Context: an optimization exercise on an open-source flow, tuned for small area, a short achievable clock period and few clock cycles per item. The choices shown serve that exercise and are no tape-out recipe. Function was checked by simulation only, so behaviour that the tests miss may differ from the original.

==> inputs of v17 <==
==> flow/design.v (excerpt) <==
module elastic_alu (
	input logic clk,
	input logic rst,
	input logic [31:0] lhs,
	input logic [3:0] lhs_op,
	input logic lhs_valid,
	output logic lhs_ready,
	input logic [31:0] rhs,
	input logic rhs_valid,
	output logic rhs_ready,
	output logic [31:0] result,
	output logic result_valid,
	input logic result_ready
);
Settings: LEC_CHECK=0, CAP_MARGIN=20, CORE_MARGIN=2, CORE_UTILIZATION=40, SLEW_MARGIN=20, SYNTH_HIERARCHICAL=1; clock period 10.0 ns.
standard.sh (not shown) runs the stock make flow with config.mk's settings and CLKGATE_MAP_FILE= SYNTH_SCRIPT=/design/flow/synth_recipe.tcl, a recipe that flattens the netlist after the stock synthesis.
==> flow/flow/run.sh <==
#!/bin/bash
set -euo pipefail
MARGIN=${MARGIN:-7.5}
sed "s/\"\\\${@:-finish}\"/SETUP_SLACK_MARGIN=$MARGIN \"\${@:-finish}\"/" standard.sh > flow/standard_margin.sh
grep -q "SETUP_SLACK_MARGIN=$MARGIN" flow/standard_margin.sh
bash flow/standard_margin.sh > make_flow.log 2>&1
==> flow/flow/standard_margin.sh <==
#!/bin/bash
# The standard flow's own layout of this design, on the ORFS make targets given (by default finish). After
# finish it leaves the final layout's DEF at /design/flow/out/final.def.
set -euo pipefail
make -C /OpenROAD-flow-scripts/flow DESIGN_CONFIG=/design/flow/config.mk WORK_HOME=/design/flow/orfs CLKGATE_MAP_FILE= SYNTH_SCRIPT=/design/flow/synth_recipe.tcl CAP_MARGIN=20 CORE_MARGIN=2 CORE_UTILIZATION=40 SLEW_MARGIN=20 SYNTH_HIERARCHICAL=1 SETUP_SLACK_MARGIN=7.5 "${@:-finish}"
if [[ -f /design/flow/orfs/results/sky130hd/elastic_alu/base/6_final.odb ]]; then
  : # left out here: write the final layout as DEF
fi
==> inputs of v21, as changes to v17 <==
==> flow/flow/run.sh (replaced) <==
#!/bin/bash
set -euo pipefail
MARGIN=${MARGIN:-6.5}
sed "s/\"\\\${@:-finish}\"/SETUP_SLACK_MARGIN=$MARGIN \"\${@:-finish}\"/" standard.sh > flow/standard_margin.sh
grep -q "SETUP_SLACK_MARGIN=$MARGIN" flow/standard_margin.sh
bash flow/standard_margin.sh > make_flow.log 2>&1
==> flow/flow/standard_margin.sh (replaced) <==
#!/bin/bash
# The standard flow's own layout of this design, on the ORFS make targets given (by default finish). After
# finish it leaves the final layout's DEF at /design/flow/out/final.def.
set -euo pipefail
make -C /OpenROAD-flow-scripts/flow DESIGN_CONFIG=/design/flow/config.mk WORK_HOME=/design/flow/orfs CLKGATE_MAP_FILE= SYNTH_SCRIPT=/design/flow/synth_recipe.tcl CAP_MARGIN=20 CORE_MARGIN=2 CORE_UTILIZATION=40 SLEW_MARGIN=20 SYNTH_HIERARCHICAL=1 SETUP_SLACK_MARGIN=6.5 "${@:-finish}"
if [[ -f /design/flow/orfs/results/sky130hd/elastic_alu/base/6_final.odb ]]; then
  : # left out here: write the final layout as DEF
fi
==> summary.txt <==
The flow ran to the end and the layout has no timing, DRC or antenna violations. After the last flow step, the layout net total stands at 2893. The layout contains a multi-input combinational cell count of 1735. The post-placement cell count came out at 3189.

The post-placement setup slack was 5.16 ns.
-- figures above: v21

==> summary.txt <==
The number of nets at the end of the flow is 2949. The run gives 5.14 ns as the post-placement setup slack. The library cells used most frequently in the layout, excluding fill and tap cells, are sky130_fd_sc_hd__edfxtp_1 (322), sky130_fd_sc_hd__xnor2_1 (254), sky130_fd_sc_hd__a22oi_1 (180), sky130_fd_sc_hd__nand2_1 (156), sky130_fd_sc_hd__fa_1 (131). The flow ran to the end and the layout has no timing, DRC or antenna violations. In this run, placement finished with an instance count of 3187.
-- figures above: v17

Testbench counts of v17, summed over its fixed seeds: cycles 16,024, items 16,000.
Testbench counts of v21, summed over its fixed seeds: cycles 16,024, items 16,000.

==> inputs of try-garnet <==
elastic_alu, a different RTL version from the one above (not shown whole).
==> flow/config.mk <==
export PLATFORM = sky130hd
export DESIGN_NAME = elastic_alu
export DESIGN_NICKNAME = elastic_alu
export VERILOG_FILES = /design/flow/design.v
export SDC_FILE = /design/flow/constraint.sdc
export NUM_CORES = 4
export LEC_CHECK = 0
export CAP_MARGIN = 20
export CORE_MARGIN = 2
export CORE_UTILIZATION = 40
export PLACE_DENSITY = 0.75
export SLEW_MARGIN = 20
export SYNTH_HIERARCHICAL = 1
==> flow/constraint.sdc <==
create_clock -name core_clock -period 10.0 [get_ports {clk}]
set_input_delay 2.0000 -clock core_clock [delete_from_list [all_inputs] [get_ports {clk}]]
set_output_delay 2.0000 -clock core_clock [all_outputs]
set_load 0.01 [all_outputs]
==> flow/flow/run.sh <==
#!/bin/bash
# The standard layout (standard.sh) with two changes to the ORFS run:
#  - timing repair aims at a larger setup slack (SETUP_SLACK_MARGIN), so the
#    layout is sped up beyond the 10 ns clock it must meet;
#  - the port buffers are buf_2 cells rather than the delay-cell buffer that
#    buffer_ports picks by default (every port still gets its own buffer).
# The make output goes to make_flow.log; ORFS keeps each tool's log under orfs/logs.
set -euo pipefail
MARGIN=${MARGIN:-6.5}
PORTBUF=${PORTBUF:-sky130_fd_sc_hd__buf_2}
sed "s/\"\\\${@:-finish}\"/SETUP_SLACK_MARGIN=$MARGIN 'BUFFER_PORTS_ARGS=-buffer_cell $PORTBUF' \"\${@:-finish}\"/" standard.sh > flow/standard_own.sh
grep -q "SETUP_SLACK_MARGIN=$MARGIN" flow/standard_own.sh
bash flow/standard_own.sh > make_flow.log 2>&1
==> flow/flow/standard_own.sh <==
#!/bin/bash
# The standard flow's own layout of this design, on the ORFS make targets given (by default finish). After
# finish it leaves the final layout's DEF at /design/flow/out/final.def.
set -euo pipefail
make -C /OpenROAD-flow-scripts/flow DESIGN_CONFIG=/design/flow/config.mk WORK_HOME=/design/flow/orfs CLKGATE_MAP_FILE= SYNTH_SCRIPT=/design/flow/synth_recipe.tcl CAP_MARGIN=20 CORE_MARGIN=2 CORE_UTILIZATION=40 PLACE_DENSITY=0.75 SLEW_MARGIN=20 SYNTH_HIERARCHICAL=1 SETUP_SLACK_MARGIN=6.5 'BUFFER_PORTS_ARGS=-buffer_cell sky130_fd_sc_hd__buf_2' "${@:-finish}"
if [[ -f /design/flow/orfs/results/sky130hd/elastic_alu/base/6_final.odb ]]; then
  : # left out here: write the final layout as DEF
fi
==> try-lagoon (differences from try-garnet) <==
==> flow/flow/standard_own.sh (replaced) <==
#!/bin/bash
# The standard flow's own layout of this design, on the ORFS make targets given (by default finish). After
# finish it leaves the final layout's DEF at /design/flow/out/final.def.
set -euo pipefail
make -C /OpenROAD-flow-scripts/flow DESIGN_CONFIG=/design/flow/config.mk WORK_HOME=/design/flow/orfs CLKGATE_MAP_FILE= SYNTH_SCRIPT=/design/flow/synth_recipe.tcl CAP_MARGIN=20 CORE_MARGIN=2 CORE_UTILIZATION=40 'CTS_BUF_LIST=sky130_fd_sc_hd__clkbuf_8 sky130_fd_sc_hd__clkbuf_4' SLEW_MARGIN=20 SYNTH_HIERARCHICAL=1 SETUP_SLACK_MARGIN=6.5 'BUFFER_PORTS_ARGS=-buffer_cell sky130_fd_sc_hd__buf_2' "${@:-finish}"
if [[ -f /design/flow/orfs/results/sky130hd/elastic_alu/base/6_final.odb ]]; then
  : # left out here: write the final layout as DEF
fi
Settings changed: CTS_BUF_LIST from default to sky130_fd_sc_hd__clkbuf_8 sky130_fd_sc_hd__clkbuf_4, PLACE_DENSITY 0.75 to default.
==> summary of the runs <==
Against try-garnet, the global-route usage of try-lagoon is higher by 2.9 points.
Of try-lagoon and try-garnet, try-lagoon has the higher worst hold slack (gap 0.018 ns).
In try-lagoon the register-to-register slack is better than in try-garnet, by 0.02 ns.
Sequential share of layout area: try-lagoon is lower than try-garnet (0.37 points).
Against try-lagoon, the fmax of try-garnet is smaller by 0.70%.
In synthesized cell count, try-garnet and try-lagoon do not differ.
In try-garnet the setup slack is lower than in try-lagoon, by 0.024 ns.
Clock-buffer cell count: try-lagoon is higher than try-garnet (33).
In try-garnet the utilization is lower than in try-lagoon, by 0.50 points.
Testbench counts of try-garnet, summed over its fixed seeds: cycles 16,032, items 16,000.
Testbench counts of try-lagoon, summed over its fixed seeds: cycles 16,032, items 16,000.

==> static timing again, ports no longer ideal <==
No port has a modelled driver above. Below, the same layouts with a new extraction and two added sets of constraints. Step 1 (the two cells are an assumption about what drives the block):
set clk [get_ports {clk}]
set_driving_cell -lib_cell sky130_fd_sc_hd__clkbuf_16 $clk
set_driving_cell -lib_cell sky130_fd_sc_hd__buf_2 [delete_from_list [all_inputs] $clk]
Step 2 adds t to the input delays and takes it off the output delays; t is the mean of the earliest and latest rising clock arrival at the registers after step 1. Input paths then give back, and output paths get back, about the clock's delay inside the block. Three values: ideal, step 1, step 2; two values: the first two.
| run | shift t [ns] | setup slack, ns | hold slack, ns | clock arrival spread, ns | cell pins on the clock port's net |
|---|---|---|---|---|---|
| v17 | 0.632 | 6.034 / 6.034 / 6.034 | 0.434 / 0.434 / 0.434 | 0.026 / 0.026 | 1 |
| v21 | 0.629 | 6.051 / 6.051 / 6.051 | 0.429 / 0.429 / 0.429 | 0.037 / 0.038 | 1 |
| try-garnet | 0.615 | 6.520 / 6.520 / 6.520 | 0.409 / 0.409 / 0.409 | 0.031 / 0.030 | 1 |
| try-lagoon | 0.715 | 6.545 / 6.545 / 6.545 | 0.427 / 0.427 / 0.427 | 0.037 / 0.038 | 1 |
After both steps setup and hold are still met in every run listed.
